This design comes from an exercise in tuning for small area and a short achievable clock period on the open sky130 flow, not from production work. Function was checked by simulation only, so behaviour that the tests miss may differ from the original. Power and IR drop assume default switching activity.

## flow/design.v (module list and top-level ports; edited modules follow where they fit)
// module booth_mul32: 4056 lines
// module bm_fa: 4 lines
// module bm_sum: 3 lines
// module bm_ha: 4 lines
module booth_mul32
(
  input  logic        i_clkp,
  input  logic        i_reset,
  input  logic [31:0] i_multa,
  input  logic [31:0] i_multb,
  output logic [63:0] o_product
);
  // ...
==> flow/flow/run.sh <==
#!/bin/bash
# Layout flow: the standard layout (standard.sh, unchanged synthesis and
# steps), with the port buffers that global placement inserts made plain
# buf_2 cells instead of the default delay buffer. All of make's output goes
# to flow_make.log in this folder; ORFS keeps each step's log under orfs/logs.
set -euo pipefail
bash standard.sh "BUFFER_PORTS_ARGS=-buffer_cell sky130_fd_sc_hd__buf_2" finish > flow_make.log 2>&1
==> flow/standard.sh <==
#!/bin/bash
# synth_recipe.tcl (not shown) runs the flow's synth.tcl, then flattens the netlist and writes it again
# the make line also repeats each setting of config.mk as NAME=value (left out here)
make -C /OpenROAD-flow-scripts/flow DESIGN_CONFIG=/design/flow/config.mk WORK_HOME=/design/flow/orfs CLKGATE_MAP_FILE= SYNTH_SCRIPT=/design/flow/synth_recipe.tcl "${@:-finish}"
==> flow/config.mk <==
export PLATFORM = sky130hd
export DESIGN_NAME = booth_mul32
export DESIGN_NICKNAME = booth_mul32
export VERILOG_FILES = /design/flow/design.v
export SDC_FILE = /design/flow/constraint.sdc
export NUM_CORES = 4
export LEC_CHECK = 0
export ABC_AREA = 1
export CAP_MARGIN = 60
export CORE_MARGIN = 2
export CORE_UTILIZATION = 40
export CTS_CLUSTER_DIAMETER = 120
export CTS_CLUSTER_SIZE = 16
export GPL_ROUTABILITY_DRIVEN = 0
export SETUP_SLACK_MARGIN = 3.3
export SLEW_MARGIN = 60
export SYNTH_HIERARCHICAL = 1
==> flow/constraint.sdc <==
create_clock -name core_clock -period 6.5 [get_ports {i_clkp}]
set_input_delay 1.3000 -clock core_clock [delete_from_list [all_inputs] [get_ports {i_clkp}]]
set_output_delay 1.3000 -clock core_clock [all_outputs]
set_load 0.01 [all_outputs]
==> flow_summary.yaml, run 1 <==
cells_and_area:
  layout_common_cells: "xor2_1 (367), o22ai_1 (330), fa_1 (294)"
  seq_area_frac: 0.221
  inverters: 247
  fin_area_mm2: 0.0324
  dominant_cells: "multi-input combinational cells"
  signal_buffers: 201
power_and_ir_drop:
  power_switching_mw: 11.4
  top_power_group: "combinational cells"
  p_leak_nw: 13.3
floorplan:
  placementRows: 99
  start_util: 0.405
worst_setup_path:
  cp-end-kind: "flip-flop"
  endpoint: "r2_c42_1"
  crit_required_ps: 6980
  cp_max_fo: 32
  cp.depth: 8
  timing.rr.start: "r1_s4_3"
  arrival_ps: 3700
  setup.worst_path.start_class: "flip-flop"
global_route:
  grt_max_degree: 38
  grt_pass1_vias: 25900
route:
  route.met3.wl_um: 16000
  wl_met1_um: 41700
  avgViaCountPerCell: 6.39
  drtIter0Drc: 3986
  drtAntennaViolNets: 0
  wl_met2_um: 43700
cts:
  cts_max_level: 1
  cts_hold_repair.buffers: 0
synth:
  muxShareOfSynthArea: 0.000380
  ys_types: 50
  synth_edf_count: 0
  synth_top_area_cell: "dfxtp_1"
  synth_warnings: 7
  yosysMostFrequentCell: "xor2_1"
  yosys.area_share.xor_xnor: 0.122
timing:
  setup_ws_ps: 3280
  worstMarginPinSlew_ps: 663
  slew_violations: 0
  rsz0062_at_grt: "true"
run_status:
  outcome: "timing/DRC/antenna clean"
==> run 2, diff against run 1 <==
--- a/flow/config.mk
+++ b/flow/config.mk
@@ -11,4 +11,2 @@
 export CORE_UTILIZATION = 40
-export CTS_CLUSTER_DIAMETER = 120
-export CTS_CLUSTER_SIZE = 16
 export GPL_ROUTABILITY_DRIVEN = 0
==> run 2 against run 1 <==
  * Synthesized area did not move
  * First-iteration DRC count rose by 4.3%
  * Largest cell class unchanged
  * Total power rose by 4.3%
  * Setup slack got worse by 8.0 ps
  * Register-to-register slack barely moved
  * Synthesized cell count did not move
  * Clock skew rose by 3.3 ps
  * Worst hold slack got worse by 2.2 ps
  * Still clean
  * Non-clock buffer count rose by 1
==> flow_summary.yaml, run 2 <==
worst_setup_path:
  critPathKind: "flip-flop to flip-flop"
  path_buf_inv: 1
  cp-end-kind: "flip-flop"
  path_common_cell: "fa_1"
  cp_max_fo: 10
  r2r_slack_ps: 3280
  crit_required_ps: 6930
  worstPathCellList: "nand2_1 > nand3_1 > xor2_1 > inv_1 > fa_1 > fa_1 > fa_1"
  cp_slowest_cell: "dfxtp_1"
  crit_family: "adder cells"
  timing.rr.start: "r1_t32"
  timing.rr.end: "r2_c42_1"
  arrival_ps: 3650
  slowest_delay_ps: 730
  setup.worst_path.start_class: "flip-flop"
  r2r_cells: 7
  cp.depth: 7
timing:
  rsz0062_at_grt: "true"
  worstMarginPinSlew_ps: 663
  hold-worst-slack_ps: 413
  finalCritPeriodShare: 0.496
  period_needed_ps: 3220
  setup_ws_ps: 3280
  slew_violations: 0
  finalHoldViolCount: 0
  finalSetupViolations: 0
  timing.fmax_mhz: 310
  slew_headroom: 0.558
  setup-tns-final_ps: 0
  clock_skew_ps: 52.7
cts:
  clock_path_buffers: 3
  clkSlewWorstSetupHoldPaths_ps: 60
  clock_sinks: 352
  cts-root-buf: "clkbuf_16"
  insertion_delay_ps: 600
  cts_hold_repair.buffers: 0
  cts_tree: "built"
  cts_max_level: 2
  cts_made_buffers: 42
power_and_ir_drop:
  pwr_density_cell_mw_per_mm2: 692
  p_leak_nw: 13.7
  ir_drop_mv: 0.596
global_route:
  grt_max_degree: 38
  track_usage: 0.281
  globalRouteOverflowTotal: 0
  grt_antenna_before_repair: 1
  grt_pass1_vias: 26000
  grt_pass1_wl_um: 165000
run:
  max_cap_violations: 0
route:
  dr.pass1.iters: 8
  vias: 26500
  drtIter0Drc: 4157
  wl_per_cell_um: 26.7
  drtAntennaViolNets: 0
  route.detailed.drc: 0
  drt-total-wl_um: 110000
  avgViaCountPerCell: 6.40
floorplan:
  die_height_um: 276
  placementRows: 99
  top_level_ports: 130
  core-area_mm2: 0.0732
  fp.dieW_um: 276
  die-area_mm2: 0.0764
  start_util: 0.405
synth:
  ys_types: 50
  synth_area_per_cell_um2: 9.04
  ys_seq_area_frac: 0.238
  synth-main-ff-cell: "dfxtp_1"
  netlist_area_mm2: 0.0297
  synth_edf_count: 0
  synth_commonest_cells: "xor2_1 (379), dfxtp_1 (352), o22ai_1 (331), a221oi_1 (301), fa_1 (298)"
  yosysMostFrequentCell: "xor2_1"
  synth_area_leaders: "dfxtp_1 (24%), fa_1 (20%), xor2_1 (11%)"
  synth_top_area_cell: "dfxtp_1"
  synth_top_area_share: 0.238
  synthesis.instances: 3282
  synth_nets: 3796
  synth_warnings: 7
  ys_ff_latch: 352
  synth_async_sr_flop_share: 0
min_path:
  hold_end: "r2_v"
  min_from: "r1_v"
  hold_path_class: "flip-flop to flip-flop"
  hold_path_depth: 2
placement:
  portBuffers: 129
  dp_hpwl_um: 74000
  placed_cell_area_mm2: 0.0302
  place_ws_ps: 2800
cells_and_area:
  layout_common_cells: "xor2_1 (367), o22ai_1 (331), fa_1 (295)"
  antenna_cells: 0
  fin_nets: 3660
  area_growth_pct: 11.2
  final_util: 0.451
  fin_area_mm2: 0.0330
  layout-drive-gt1-share: 0.175
  layout_commonest_cell: "xor2_1"
run_status:
  outcome: "timing/DRC/antenna clean"
[run 2: metrics by stage]
step	power [mW]	std cells
after floorplan	13.4	3282
after detailed placement	16.9	4027
after global placement	16.7	4025
after global routing	24.9	4136
after CTS	20.0	4112
final	22.8	4136
[run 2: worst max path at each step]
stage | start | end
after global placement | r1_a31 | r2_c34_3
after detailed placement | i_multa[3] | r1_t17
after global routing | r2_c28_1 | r3_p54
final | r1_t32 | r2_c42_1
after floorplan | i_multa[2] | r1_t17
after CTS | r2_c35_0 | r3_p61
[run 2: final cells by class]
| type | count | area (um2) |
|---|---|---|
| Sequential cell | 352 | 7160 |
| Clock buffer | 59 | 1210 |
| Inverter | 247 | 1080 |
| Timing Repair Buffer | 202 | 1310 |
| Tap cell | 959 | 1200 |
| Multi-Input combinational cell | 2301 | 20800 |
| Fill cell | 6897 | 40200 |
| Clock inverter | 16 | 251 |
[run 2: worst reg2reg max path, cell delays in order, from the launching register on]
cell	delay, ps
dfxtp_1	730
nand2_1	110
nand3_1	110
xor2_1	490
inv_1	150
fa_1	470
fa_1	590
fa_1	420
[run 2: per-module statistics from Yosys, one instance, submodules excluded]
module	cells	copies in the design
bm_ha	1	58
booth_mul32	2942	1
bm_fa	1	282
[run 2: logic make-up after synthesis]
logic type	synth area share
xor+xnor	0.122
fa+ha+maj	0.264
buf+inv	0.0897
compound gates	0.201
mux	0.000380
flops	0.238
simple gates	0.0857
[run 2: report_power, final]
group	leakage [nW]	total (mW)	switching, mW	internal (mW)
Combinational	10.0	16.7	9.96	6.69
Clock	0.722	2.51	0.969	1.54
Sequential	2.95	3.69	0.673	3.01
[run 2: what timing repair did]
item / CTS / global route
endpoints found under the hold margin: 0 / 0
pin swaps: 3 / 47
gates cloned: 0 / 1
setup buffers: 10 / 20
setup endpoints to repair: 85 / 80
gates resized for setup: 50 / 201
[run 2: routing by layer]
layer  wire, um  global-route usage  vias to the layer above
met5        134              0.0113                        -
met4       8440               0.160                        4
met3      16600               0.123                      618
met2      43900               0.398                     2156
met1      41400               0.352                    12500
li1           -                   -                    11200
==> run 3, diff against run 2 <==
--- a/flow/config.mk
+++ b/flow/config.mk
@@ -11,4 +11,6 @@
 export CORE_UTILIZATION = 40
+export CTS_CLUSTER_DIAMETER = 150
+export CTS_CLUSTER_SIZE = 20
 export GPL_ROUTABILITY_DRIVEN = 0
-export SETUP_SLACK_MARGIN = 3.3
+export SETUP_SLACK_MARGIN = 3.2
 export SLEW_MARGIN = 60
==> run 3 against run 2 <==
  * Still clean on timing, DRC and antenna
  * Routed wire length decreased by 1.6%
  * First-iteration DRC count decreased by 0.43%
  * Final cell count decreased by 1.5%
  * Global-route usage decreased by 0.39 points
  * Critical path type unchanged
  * Via count decreased by 1.6%
  * Synthesized area unchanged
==> flow_summary.yaml, run 3 <==
placement:
  placed_cell_area_mm2: 0.0302
  portBuffers: 129
  place_ws_ps: 2800
  dp_hpwl_um: 74000
synth:
  synth_commonest_cells: "xor2_1 (379), dfxtp_1 (352), o22ai_1 (331), a221oi_1 (301), fa_1 (298)"
  ys_ff_latch: 352
  synth_area_leaders: "dfxtp_1 (24%), fa_1 (20%), xor2_1 (11%)"
  synth_edf_count: 0
  synth_top_area_share: 0.238
  synth_area_per_cell_um2: 9.04
  ys_seq_area_frac: 0.238
  synthSimpleGateAreaFrac: 0.0857
  synth-main-ff-cell: "dfxtp_1"
  synth_warnings: 7
  synth-compound-area-share: 0.201
  synth_nets: 3796
  yosys.area_share.xor_xnor: 0.122
  netlist_area_mm2: 0.0297
  yosysMostFrequentCell: "xor2_1"
  synthAdderAreaFrac: 0.264
  synth_async_sr_flop_share: 0
  synth_top_family_by_area: "adder cells"
  ys_types: 50
  synth_top_area_cell: "dfxtp_1"
  synthesis.instances: 3282
  muxShareOfSynthArea: 0.000380
timing:
  slew_headroom: 0.566
  slew_violations: 0
  timing.fmax_mhz: 302
  clock_skew_ps: 28.1
  setup_ws_ps: 3190
  finalCritPeriodShare: 0.510
  worstMarginPinSlew_ps: 651
  setup-tns-final_ps: 0
  finalSetupViolations: 0
  finalHoldViolCount: 0
  rsz0062_at_grt: "true"
  period_needed_ps: 3310
route:
  vias: 26000
  wl_per_cell_um: 26.7
  route.met3.wl_um: 15900
  drtAntennaViolNets: 0
  dr.pass1.iters: 9
  avgViaCountPerCell: 6.39
  drt-total-wl_um: 109000
  wl_met1_um: 41200
  wl_met2_um: 42700
  drtIter0Drc: 4139
  route.detailed.drc: 0
  highest_layer: "met5"
cts:
  insertion_delay_ps: 590
  clock_sinks: 352
  cts-root-buf: "clkbuf_16"
  cts_max_level: 1
  clkSlewWorstSetupHoldPaths_ps: 100
  cts_hold_repair.buffers: 0
  cts_tree: "built"
  cts_made_buffers: 21
  clock_path_buffers: 3
run_status:
  outcome: "timing/DRC/antenna clean"
worst_setup_path:
  r2r_cells: 7
  cp-end-kind: "flip-flop"
  critPathKind: "flip-flop to flip-flop"
  path_common_cell: "fa_1"
  crit_required_ps: 6940
  slowest_delay_ps: 550
  arrival_ps: 3760
  setup.worst_path.start_class: "flip-flop"
  cp_slowest_cell: "fa_1"
  worstPathCellList: "inv_2 > o22ai_1 > a221oi_1 > xor2_1 > fa_1 > fa_1 > fa_1"
  cp_max_fo: 22
min_path:
  hold_path_class: "flip-flop to flip-flop"
  hold_path_depth: 2
global_route:
  track_usage: 0.277
  globalRouteOverflowTotal: 0
  grt_max_degree: 38
  grt_antenna_before_repair: 1
  grt_pass1_wl_um: 163000
  grt_pass1_vias: 25800
cells_and_area:
  layout_common_cells: "xor2_1 (370), o22ai_1 (330), fa_1 (298)"
  fillers: 7055
  layout_commonest_cell: "xor2_1"
  area_growth_pct: 6.32
  fin_nets: 3625
  fin_area_mm2: 0.0315
  layout-drive-gt1-share: 0.140
floorplan:
  die-area_mm2: 0.0764
  core-area_mm2: 0.0732
  top_level_ports: 130
  fp.dieW_um: 276
  start_util: 0.405
  die_height_um: 276
  placementRows: 99
power_and_ir_drop:
  ir_drop_mv: 0.601
  combPwrFrac: 0.755
  intPower_mw: 9.67
  seqPwrFrac: 0.179
  p_leak_nw: 13.1
  pwr_density_cell_mw_per_mm2: 646
  p_clk_frac: 0.066
  power_switching_mw: 10.7
  swShare: 0.526
run:
  max_cap_violations: 0
==> run 3: cell counts after synthesis <==
No cell type changed its count.
==> run 3: worst max-delay path, delay by kind of cell, from the launching register on <==
kind | cells | cell delay (ps)
AO/OA/AOI/OAI | 2 | 420
XOR/XNOR | 1 | 270
flip-flops | 1 | 480
adder cells (fa/ha/maj) | 3 | 1460
buffers and inverters | 1 | 530
==> run 3: cells by family (layout without fill, tap and decap cells) <==
group           count (synthesis)  in the layout
compound gates                851            851
fa+ha+maj                     448            448
buf+inv                       630            461
xor+xnor                      412            412
other cells                     0              1
simple gates                  588            590
flops                         352            352
mux                             1              1
==> run 3: final timing paths <==
| kind | startpoint | end | slack, ps |
|---|---|---|---|
| max | r1_a20 | r2_c42_1 | 3190 |
| min | r1_v | r2_v | 420 |
| max reg2reg | r1_a20 | r2_c42_1 | 3190 |
| min reg2reg | r1_v | r2_v | 420 |
==> run 3: per-module statistics from Yosys, one instance, submodules excluded <==
| module | cells | area (um2) | times used |
|---|---|---|---|
| booth_mul32 | 2942 | 23300 | 1 |
| bm_fa | 1 | 20.0 | 282 |
| bm_ha | 1 | 12.5 | 58 |
==> run 3: timing repair <==
item	4_1_cts	5_1_grt
pin swaps	1	10
cloned	0	2
resized for setup	19	92
setup endpoints to repair	45	67
buffers inserted	5	10
==> run 3: power by group through the flow <==
stage          clock, mW  combinational (mW)  sequential, mW
2_1_floorplan          0                10.2            3.25
3_3_place_gp           0                13.1            3.62
3_5_place_dp           0                13.3            3.64
4_1_cts             1.42                13.6            3.59
5_1_grt             1.47                17.3            3.69
6_report            1.35                15.4            3.65
==> run 3: cell type report <==
type,count,area [um2],share of cell area
diodes,1,2.50,0.0000793
clock buffers,24,537,0.0170
clock inverters,3,21.3,0.000674
inverters,247,1030,0.0326
multi-input cells,2302,20500,0.648
flip-flops and latches,352,7150,0.227
well taps,959,1200,0.0380
repair buffers,187,1160,0.0367
==> run 3: stage by stage <==
| step | instances | hold slack, ps | power [mW] | utilization |
|---|---|---|---|---|
| 3_5_place_dp | 4027 | 406 | 16.9 | 0.413 |
| 2_1_floorplan | 3282 | 388 | 13.4 | - |
| 6_report | 4075 | 417 | 20.4 | 0.431 |
| 4_1_cts | 4059 | 415 | 18.6 | 0.422 |
| 5_1_grt | 4074 | 441 | 22.4 | 0.431 |
| 3_3_place_gp | 4025 | 392 | 16.7 | 0.411 |
==> run 3: layer usage <==
metal | global-route usage | vias to the layer above
li1 | - | 11100
met2 | 0.390 | 2095
met5 | 0.0131 | -
met4 | 0.165 | 4
met3 | 0.120 | 625
met1 | 0.348 | 12300
==> run 4, diff against run 3 <==
--- a/flow/config.mk
+++ b/flow/config.mk
@@ -14,3 +14,3 @@
 export GPL_ROUTABILITY_DRIVEN = 0
-export SETUP_SLACK_MARGIN = 3.2
+export SETUP_SLACK_MARGIN = 3.35
 export SLEW_MARGIN = 60
==> run 4 against run 3 <==
  * Still clean on timing, DRC and antenna
  * Synthesized cell count stayed put
  * Core utilization is 0.97 points higher
  * Clock power hardly changed
  * Clock skew is 4.5 ps lower
  * First-iteration DRC count is 2.2% higher
==> flow_summary.yaml, run 4 <==
cts:
  cts-root-buf: "clkbuf_16"
  insertion_delay_ps: 580
  clkSlewWorstSetupHoldPaths_ps: 80
  cts_hold_repair.buffers: 0
  cts_tree: "built"
  clock_path_buffers: 3
  clock_sinks: 352
  cts_made_buffers: 21
  cts_max_level: 1
timing:
  worstMarginPinSlew_ps: 678
  rsz0062_at_grt: "true"
  finalHoldViolCount: 0
  slew_headroom: 0.547
  slew_violations: 0
  timing.fmax_mhz: 312
  finalSetupViolations: 0
  setup-tns-final_ps: 0
  clock_skew_ps: 23.6
  setup_ws_ps: 3300
  period_needed_ps: 3200
  finalCritPeriodShare: 0.492
floorplan:
  placementRows: 99
  die_height_um: 276
  top_level_ports: 130
  die-area_mm2: 0.0764
  fp.dieW_um: 276
  start_util: 0.405
  core-area_mm2: 0.0732
route:
  vias: 26300
  drtAntennaViolNets: 0
  route.detailed.drc: 0
  dr.pass1.iters: 10
  wl_per_cell_um: 26.7
  drt-total-wl_um: 109000
  drtIter0Drc: 4228
  avgViaCountPerCell: 6.41
cells_and_area:
  layout_common_cells: "xor2_1 (368), o22ai_1 (331), fa_1 (295)"
  area_growth_pct: 8.72
  layout-drive-gt1-share: 0.169
  fillers: 6983
  layout_commonest_cell: "xor2_1"
  fin_nets: 3649
power_and_ir_drop:
  ir_drop_mv: 0.941
  pwr_density_cell_mw_per_mm2: 682
  p_leak_nw: 13.3
global_route:
  grt_max_degree: 38
  globalRouteOverflowTotal: 0
  grt_antenna_before_repair: 1
  track_usage: 0.278
  grt_pass1_vias: 26000
  grt_pass1_wl_um: 164000
synth:
  synth_edf_count: 0
  netlist_area_mm2: 0.0297
  synth-main-ff-cell: "dfxtp_1"
  synth_warnings: 7
  synth_async_sr_flop_share: 0
  ys_seq_area_frac: 0.238
  synth_area_leaders: "dfxtp_1 (24%), fa_1 (20%), xor2_1 (11%)"
  synthesis.instances: 3282
  synth_commonest_cells: "xor2_1 (379), dfxtp_1 (352), o22ai_1 (331), a221oi_1 (301), fa_1 (298)"
  yosysMostFrequentCell: "xor2_1"
  synth_top_area_cell: "dfxtp_1"
  synth_nets: 3796
  ys_types: 50
  synth_top_area_share: 0.238
  ys_ff_latch: 352
  synth_area_per_cell_um2: 9.04
run_status:
  outcome: "timing/DRC/antenna clean"
worst_setup_path:
  crit_required_ps: 6950
  arrival_ps: 3650
  cp_max_fo: 31
  setup.worst_path.start_class: "flip-flop"
  critPathKind: "flip-flop to flip-flop"
  cp-end-kind: "flip-flop"
placement:
  portBuffers: 129
  place_ws_ps: 2800
  dp_hpwl_um: 74000
min_path:
  hold_path_class: "flip-flop to flip-flop"
run:
  max_cap_violations: 0
[run 4: cell types whose count changed in the layout (fill, tap and decap cells not counted), moves of 7 or more]
cell	previous run	this run
buf_6	9	16
a221oi_2	4	16
buf_4	40	50
a21oi_1	97	88
nand2_1	270	255
nor2_1	141	133
nor2_2	7	14
nand2_2	28	36
dfxtp_1	289	281
inv_6	10	19
inv_2	25	9
a221oi_1	297	285
[run 4: kinds of logic (layout without fill, tap and decap cells)]
family | Yosys count | after routing | synth area share
and+or+nand+nor | 588 | 590 | 0.0857
muxes | 1 | 1 | 0.000380
AOI/OAI and AO/OA | 851 | 851 | 0.201
buffers and inverters | 630 | 485 | 0.0897
DFF | 352 | 352 | 0.238
other | 0 | 1 | 0
xor gates and xnor gates | 412 | 412 | 0.122
adders and majority gates | 448 | 448 | 0.264
[run 4: what timing repair did]
item | CTS | global route
pin swaps | 8 | 36
setup endpoints to repair | 98 | 91
cloned | 2 | 2
buffers inserted | 15 | 24
endpoints found under the hold margin | 0 | 0
resized for setup | 81 | 193
[run 4: Yosys stat by module (local to each module, per instance)]
module,flops+latches,cells
booth_mul32,352,2942
bm_fa,0,1
bm_ha,0,1
[run 4: path summary, 6_finish.rpt]
path,slack (ps),end,cells past startpoint,start
max,3300,r2_c27_2,8,r1_s1_6
min,420,r2_v,2,r1_v
min reg2reg,420,r2_v,2,r1_v
max reg2reg,3300,r2_c27_2,8,r1_s1_6
[run 4: through the flow]
step	hold slack [ps]	std cells	power, mW	util	cell area [um2]
detailed placement	406	4027	16.9	0.413	30200
global placement	392	4025	16.7	0.411	30100
global route	441	4098	24.1	0.441	32300
floorplan	388	3282	13.4	-	29700
finish	417	4099	22.0	0.441	32300
CTS	415	4071	19.5	0.427	31300
[run 4: report_power, final]
| part | total, mW | internal (mW) | switching (mW) |
|---|---|---|---|
| registers | 3.67 | 3.01 | 0.666 |
| logic | 17.0 | 6.96 | 10.0 |
| clock network | 1.36 | 0.589 | 0.769 |
[run 4: critical path, cell delays in order, from the launching register on]
cell	delay (ps)
dfxtp_1	330
inv_1	70
buf_6	330
o22ai_1	150
a221oi_1	560
xor2_1	190
fa_1	480
fa_1	530
fa_1	410
[run 4: cell type report]
cell class                 count  area [um2]  area share
inverter                     247        1110      0.0344
timing repair buffer         209        1410      0.0436
timing repair inverter         2        8.76    0.000272
antenna                        1        2.50   0.0000776
multi-input combinational   2302       20800       0.645
clock buffer                  24         537      0.0166
tap                          959        1200      0.0372
clock inverter                 3        21.3    0.000659
sequential                   352        7160       0.222
[run 4: per-layer routing]
metal,share of wire,global-route usage,up-vias,wire length [um]
li1,-,-,11100,-
met1,0.38,0.352,12400,41200
met2,0.40,0.396,2137,43800
met3,0.15,0.113,601,16000
met4,0.075,0.162,6,8230
met5,0.00094,0.00438,-,103
==> run 5, diff against run 4 <==
--- a/flow/config.mk
+++ b/flow/config.mk
@@ -14,3 +14,3 @@
 export GPL_ROUTABILITY_DRIVEN = 0
-export SETUP_SLACK_MARGIN = 3.35
+export SETUP_SLACK_MARGIN = 3.3
 export SLEW_MARGIN = 60
==> run 5 against run 4 <==
  * Sequential power is essentially flat
  * Setup slack lost 8.9 ps
  * First-iteration DRC count shrank 3.1%
  * Clock-buffer cell count is the same
  * Total power shrank 2.1%
  * Critical path type unchanged
  * Synthesized area is the same
  * Critical path depth shrank 1
  * Sequential cell count is the same
  * Final cell count shrank 0.20%
  * Non-clock buffer count shrank 7
  * Synthesized cell count is the same
  * Register-to-register slack is essentially flat
  * Highest routed layer unchanged
  * Critical endpoint is now r2_c42_1
  * Largest cell class unchanged
==> flow_summary.yaml, run 5 <==
timing:
  worstMarginPinSlew_ps: 657
  finalCritPeriodShare: 0.494
  period_needed_ps: 3210
  finalHoldViolCount: 0
  slew_violations: 0
  setup-tns-final_ps: 0
  timing.fmax_mhz: 312
  hold-worst-slack_ps: 418
  clock_skew_ps: 21.1
  rsz0062_at_grt: "true"
  slew_headroom: 0.561
  setup_ws_ps: 3290
  finalSetupViolations: 0
power_and_ir_drop:
  p_clk_frac: 0.063
  power_switching_mw: 11.3
  combPwrFrac: 0.766
  intPower_mw: 10.2
  swShare: 0.525
  pwr_density_cell_mw_per_mm2: 671
  seqPwrFrac: 0.170
  ir_drop_mv: 0.668
  p_leak_nw: 13.2
synth:
  synth-main-ff-cell: "dfxtp_1"
  ys_seq_area_frac: 0.238
  synthAdderAreaFrac: 0.264
  yosysMostFrequentCell: "xor2_1"
  synth-compound-area-share: 0.201
  synth_edf_count: 0
  synth_warnings: 7
  netlist_area_mm2: 0.0297
  synth_top_family_by_area: "adder cells"
  synth_top_area_cell: "dfxtp_1"
  ys_types: 50
  synthSimpleGateAreaFrac: 0.0857
  synth_top_area_share: 0.238
  synth_area_leaders: "dfxtp_1 (24%), fa_1 (20%), xor2_1 (11%)"
  synth_nets: 3796
  synth_area_per_cell_um2: 9.04
  ys_ff_latch: 352
  muxShareOfSynthArea: 0.000380
  synth_commonest_cells: "xor2_1 (379), dfxtp_1 (352), o22ai_1 (331), a221oi_1 (301), fa_1 (298)"
  yosys.area_share.xor_xnor: 0.122
  synth_async_sr_flop_share: 0
  synthesis.instances: 3282
route:
  drtAntennaViolNets: 0
  drtIter0Drc: 4097
  wl_per_cell_um: 26.8
  drt-total-wl_um: 109000
  dr.pass1.iters: 10
  vias: 26300
  avgViaCountPerCell: 6.43
  route.detailed.drc: 0
cts:
  clock_path_buffers: 3
  cts-root-buf: "clkbuf_16"
  cts_made_buffers: 21
  cts_max_level: 1
  insertion_delay_ps: 590
  cts_tree: "built"
  clock_sinks: 352
  cts_hold_repair.buffers: 0
  clkSlewWorstSetupHoldPaths_ps: 80
worst_setup_path:
  setup.worst_path.start_class: "flip-flop"
  path_common_cell: "fa_1"
  cp_slowest_cell: "fa_1"
  worstPathCellList: "o21ai_0 > nand3_1 > xor2_1 > inv_1 > fa_1 > fa_1 > fa_1"
  crit_required_ps: 6950
  cp_max_fo: 20
  slowest_delay_ps: 590
  path_buf_inv: 1
  crit_family: "adder cells"
  critPathKind: "flip-flop to flip-flop"
  arrival_ps: 3660
  cp-end-kind: "flip-flop"
min_path:
  hold_path_class: "flip-flop to flip-flop"
cells_and_area:
  fin_nets: 3640
  fillers: 7006
  layout_commonest_cell: "xor2_1"
  layout-drive-gt1-share: 0.162
  area_growth_pct: 8.19
  fin_area_mm2: 0.0321
  final_util: 0.438
  layout_common_cells: "xor2_1 (368), o22ai_1 (330), fa_1 (294)"
global_route:
  gr-usage-met3: 0.115
  grt_antenna_before_repair: 1
  grt_pass1_wl_um: 164000
  grt_max_degree: 38
  track_usage: 0.278
  met2_usage: 0.394
  globalRouteOverflowTotal: 0
  busiest_layer: "met2"
  grt_pass1_vias: 25700
  met1_usage: 0.355
floorplan:
  placementRows: 99
  die_height_um: 276
  fp.dieW_um: 276
  die-area_mm2: 0.0764
  start_util: 0.405
  top_level_ports: 130
  core-area_mm2: 0.0732
run_status:
  outcome: "timing/DRC/antenna clean"
placement:
  portBuffers: 129
  dp_hpwl_um: 74000
  placed_cell_area_mm2: 0.0302
  place_ws_ps: 2800
run:
  max_cap_violations: 0
==> run 5: final timing paths <==
kind | depth (start not counted) | slack [ps] | end | start
max | 7 | 3290 | r2_c42_1 | r1_a31
min | 2 | 420 | r2_v | r1_v
max reg2reg | 7 | 3290 | r2_c42_1 | r1_a31
min reg2reg | 2 | 420 | r2_v | r1_v
==> run 5: worst register-to-register path, stage by stage, from the launching register on <==
cell and delay, ps:
dfxtp_4 520, o21ai_0 270, nand3_1 140, xor2_1 510
inv_1 150, fa_1 470, fa_1 590, fa_1 420
==> run 5: kinds of logic after synthesis <==
| family | Yosys count |
|---|---|
| xor+xnor | 412 |
| fa+ha+maj | 448 |
| compound gates | 851 |
| simple gates | 588 |
| mux | 1 |
| buf+inv | 630 |
| flops | 352 |
==> run 5: area by class of cell <==
class | instances | area, um2 | area share
antenna | 2 | 5.00 | 0.000156
clock buffer | 24 | 537 | 0.0167
clock inverter | 3 | 21.3 | 0.000663
tap | 959 | 1200 | 0.0374
timing repair inverter | 1 | 3.75 | 0.000117
timing repair buffer | 202 | 1310 | 0.0409
inverter | 247 | 1080 | 0.0337
multi-input combinational | 2301 | 20800 | 0.647
sequential | 352 | 7160 | 0.223
==> run 5: routing by layer <==
| metal | wire length, um | part of all wire | vias to the layer above |
|---|---|---|---|
| met5 | 14 | 0.00013 | - |
| met4 | 8390 | 0.077 | 2 |
| met3 | 15800 | 0.14 | 664 |
| met2 | 43600 | 0.40 | 2101 |
| met1 | 41800 | 0.38 | 12400 |
| li1 | - | - | 11100 |
==> run 5: Yosys stat by module, one instance, submodules excluded <==
module       cells inside  cell area [um2]  flip-flops and latches  times used
bm_fa                   1             20.0                       0         282
bm_ha                   1             12.5                       0          58
booth_mul32          2942            23300                     352           1
==> run 5: power by group through the flow <==
stage | combinational, mW | sequential, mW | clock (mW)
3_3_place_gp | 13.1 | 3.62 | 0
6_report | 16.5 | 3.67 | 1.36
5_1_grt | 18.4 | 3.71 | 1.47
2_1_floorplan | 10.2 | 3.25 | 0
3_5_place_dp | 13.3 | 3.64 | 0
4_1_cts | 13.8 | 3.60 | 1.42
==> run 5: metrics by stage <==
step                total power, mW  cells
CTS                            18.8   4063
detailed placement             16.9   4027
finish                         21.5   4091
global route                   23.6   4089
floorplan                      13.4   3282
global placement               16.7   4025
==> run 5: repair_timing <==
item / 4_1_cts / 5_1_grt
endpoints found under the setup margin: 84 / 82
buffers inserted: 8 / 21
cloned: 1 / 1
resized for setup: 49 / 188
pin swaps: 3 / 45
==> run 6, diff against run 5 <==
--- a/flow/config.mk
+++ b/flow/config.mk
@@ -10,3 +10,3 @@
 export CORE_MARGIN = 2
-export CORE_UTILIZATION = 40
+export CORE_UTILIZATION = 35
 export CTS_CLUSTER_DIAMETER = 150
==> run 6 against run 5 <==
  * Global-route usage fell by 2.9 points
  * Clock-buffer cell count did not move
  * Via count fell by 0.41%
  * Die area rose by 14%
==> flow_summary.yaml, run 6 <==
worst_setup_path:
  crit_start: "r1_s2_0"
  crit_required_ps: 7040
  critPathKind: "flip-flop to flip-flop"
  slowest_delay_ps: 540
  cp-end-kind: "flip-flop"
  timing.rr.start: "r1_s2_0"
  cp_max_fo: 19
  path_common_cell: "fa_1"
  arrival_ps: 3750
  worstPathCellList: "inv_4 > buf_6 > a21oi_1 > a221oi_1 > xor2_1 > fa_1 > fa_1 > fa_1"
  setup.worst_path.start_class: "flip-flop"
  cp_slowest_cell: "fa_1"
cts:
  cts_hold_repair.buffers: 0
  clock_sinks: 352
  cts_max_level: 1
  clock_path_buffers: 3
  cts_tree: "built"
  insertion_delay_ps: 600
  clkSlewWorstSetupHoldPaths_ps: 90
  cts-root-buf: "clkbuf_16"
  cts_made_buffers: 21
floorplan:
  start_util: 0.354
  fp.dieW_um: 295
  placementRows: 106
  die_height_um: 295
  top_level_ports: 130
  core-area_mm2: 0.0838
  die-area_mm2: 0.0871
power_and_ir_drop:
  ir_drop_mv: 0.578
  swShare: 0.531
  p_clk_frac: 0.068
  pwr_density_cell_mw_per_mm2: 632
  power_switching_mw: 10.7
  p_leak_nw: 13.1
  combPwrFrac: 0.750
  intPower_mw: 9.49
  seqPwrFrac: 0.182
cells_and_area:
  fin_nets: 3629
  layout-drive-gt1-share: 0.152
  final_cells: 4255
  layout_common_cells: "xor2_1 (366), o22ai_1 (331), fa_1 (297)"
  layout_commonest_cell: "xor2_1"
  fillers: 8404
  fin_area_mm2: 0.0320
  area_growth_pct: 7.96
global_route:
  grt_pass1_vias: 25600
  track_usage: 0.250
  grt_antenna_before_repair: 1
  globalRouteOverflowTotal: 0
  grt_pass1_wl_um: 165000
  grt_max_degree: 38
timing:
  slew_violations: 0
  finalSetupViolations: 0
  timing.fmax_mhz: 311
  period_needed_ps: 3210
  clock_skew_ps: 29.2
  slew_headroom: 0.530
  finalCritPeriodShare: 0.494
  finalHoldViolCount: 0
  worstMarginPinSlew_ps: 704
  setup-tns-final_ps: 0
  rsz0062_at_grt: "true"
run:
  max_cap_violations: 0
synth:
  ys_seq_area_frac: 0.238
  synth_commonest_cells: "xor2_1 (379), dfxtp_1 (352), o22ai_1 (331), a221oi_1 (301), fa_1 (298)"
  synthesis.instances: 3282
  synth_edf_count: 0
  synth_async_sr_flop_share: 0
  synth_area_per_cell_um2: 9.04
  ys_types: 50
  synth_area_leaders: "dfxtp_1 (24%), fa_1 (20%), xor2_1 (11%)"
  synth_nets: 3796
  yosysMostFrequentCell: "xor2_1"
  synth-main-ff-cell: "dfxtp_1"
  synth_warnings: 7
  netlist_area_mm2: 0.0297
  synth_top_area_share: 0.238
  synth_top_area_cell: "dfxtp_1"
  ys_ff_latch: 352
placement:
  portBuffers: 129
  dp_cells: 4205
  dp_hpwl_um: 75800
  placed_cell_area_mm2: 0.0305
route:
  avgViaCountPerCell: 6.15
  drtIter0Drc: 4332
  dr.pass1.iters: 11
  wl_per_cell_um: 26.2
  drt-total-wl_um: 111000
  vias: 26200
  drtAntennaViolNets: 0
  route.detailed.drc: 0
min_path:
  min_from: "r1_v"
  hold_path_class: "flip-flop to flip-flop"
run_status:
  outcome: "timing/DRC/antenna clean"
## run 6: cell counts after synthesis
Identical to the previous run, type by type.
## run 6: power groups by stage
stage	Sequential [mW]	Combinational [mW]	Clock, mW
global placement	3.64	13.1	0
floorplan	3.25	10.2	0
global route	3.71	17.1	1.49
CTS	3.61	13.7	1.43
finish	3.67	15.2	1.38
detailed placement	3.66	13.3	0
## run 6: area by class of cell
cell class | instances | area, um2 | area share
clock inverter | 2 | 15.0 | 0.000469
timing repair buffer | 190 | 1240 | 0.0386
timing repair inverter | 1 | 5.00 | 0.000156
sequential | 352 | 7150 | 0.223
multi-input combinational | 2302 | 20600 | 0.642
antenna | 3 | 7.51 | 0.000234
inverter | 247 | 1080 | 0.0336
tap | 1134 | 1420 | 0.0443
clock buffer | 24 | 547 | 0.0171
## run 6: what timing repair did
item / in CTS / in global routing
hold endpoints to repair: 0 / 0
gates cloned: 0 / 3
buffers inserted: 3 / 13
pin swaps: 2 / 14
gates resized for setup: 51 / 146
setup endpoints to repair: 79 / 84
## run 6: worst max-delay path, delay by kind of cell (launching register included)
family	cells	cell delay, ps
buf+inv	2	460
fa+ha+maj	3	1480
flops	1	350
xor+xnor	1	480
compound gates	2	380
## run 6: through the flow
stage	power, mW	utilization	hold WS, ps	setup WS [ps]
after floorplan	13.4	-	388	3390
after global placement	16.8	0.362	392	2760
after detailed placement	16.9	0.363	395	2980
after CTS	18.8	0.373	410	3210
after global routing	22.3	0.382	446	3220
final	20.2	0.382	406	3290
## run 6: per-module statistics from Yosys (local to each module, per instance)
module | flip-flops and latches | copies in the design
booth_mul32 | 352 | 1
bm_fa | 0 | 282
bm_ha | 0 | 58
## run 6: cell families after synthesis
group                    share of synthesized area
flip-flops                                   0.238
XOR/XNOR                                     0.122
AND/OR/NAND/NOR                             0.0857
adder cells (fa/ha/maj)                      0.264
buffers and inverters                       0.0897
multiplexers                              0.000380
AO/OA/AOI/OAI                                0.201
## run 6: worst paths after layout
kind         endpoint  slack (ps)  cells after the start
max reg2reg  r2_c33_3        3290                      8
min reg2reg      r2_v         410                      2
max          r2_c33_3        3290                      8
min              r2_v         410                      2
## run 6: per-layer routing
| metal | vias to the layer above | track usage | wire (um) |
|---|---|---|---|
| li1 | 11100 | - | - |
| met3 | 640 | 0.104 | 16400 |
| met4 | 4 | 0.133 | 8620 |
| met1 | 12400 | 0.310 | 41400 |
| met5 | - | 0.00887 | 160 |
| met2 | 2122 | 0.366 | 44800 |

port drivers added, routing unchanged:
The results above use ideal ports. As a check the final layouts listed here were re-extracted and re-timed, cells and wires unchanged.
Step 1, drivers: a clkbuf_16 drives i_clkp and a buf_2 each remaining input, both assumed.
Step 2 moves the port delays by t, midway between the first and last clock arrival at a register: inputs arrive t later, outputs are due t later. That takes back most of the time a late clock gives input paths.
Three values: ideal ports, drivers, drivers and shift; two values: the first two.
| run | t (ns) | setup slack, ns | worst setup path after step 2 | slew at the worst register clock pin (ns) |
|---|---|---|---|---|
| run 1 | 0.688 | 3.283 / 3.283 / 2.949 | input to register | 0.08 / 0.08 |
| run 2 | 0.641 | 3.275 / 3.275 / 2.924 | input to register | 0.08 / 0.08 |
| run 3 | 0.637 | 3.188 / 3.188 / 2.960 | input to register | 0.10 / 0.10 |
| run 4 | 0.641 | 3.299 / 3.299 / 3.001 | input to register | 0.10 / 0.10 |
| run 5 | 0.643 | 3.290 / 3.290 / 2.939 | input to register | 0.10 / 0.10 |
| run 6 | 0.647 | 3.287 / 3.287 / 3.006 | input to register | 0.11 / 0.11 |
After both steps every run listed still meets setup and hold.
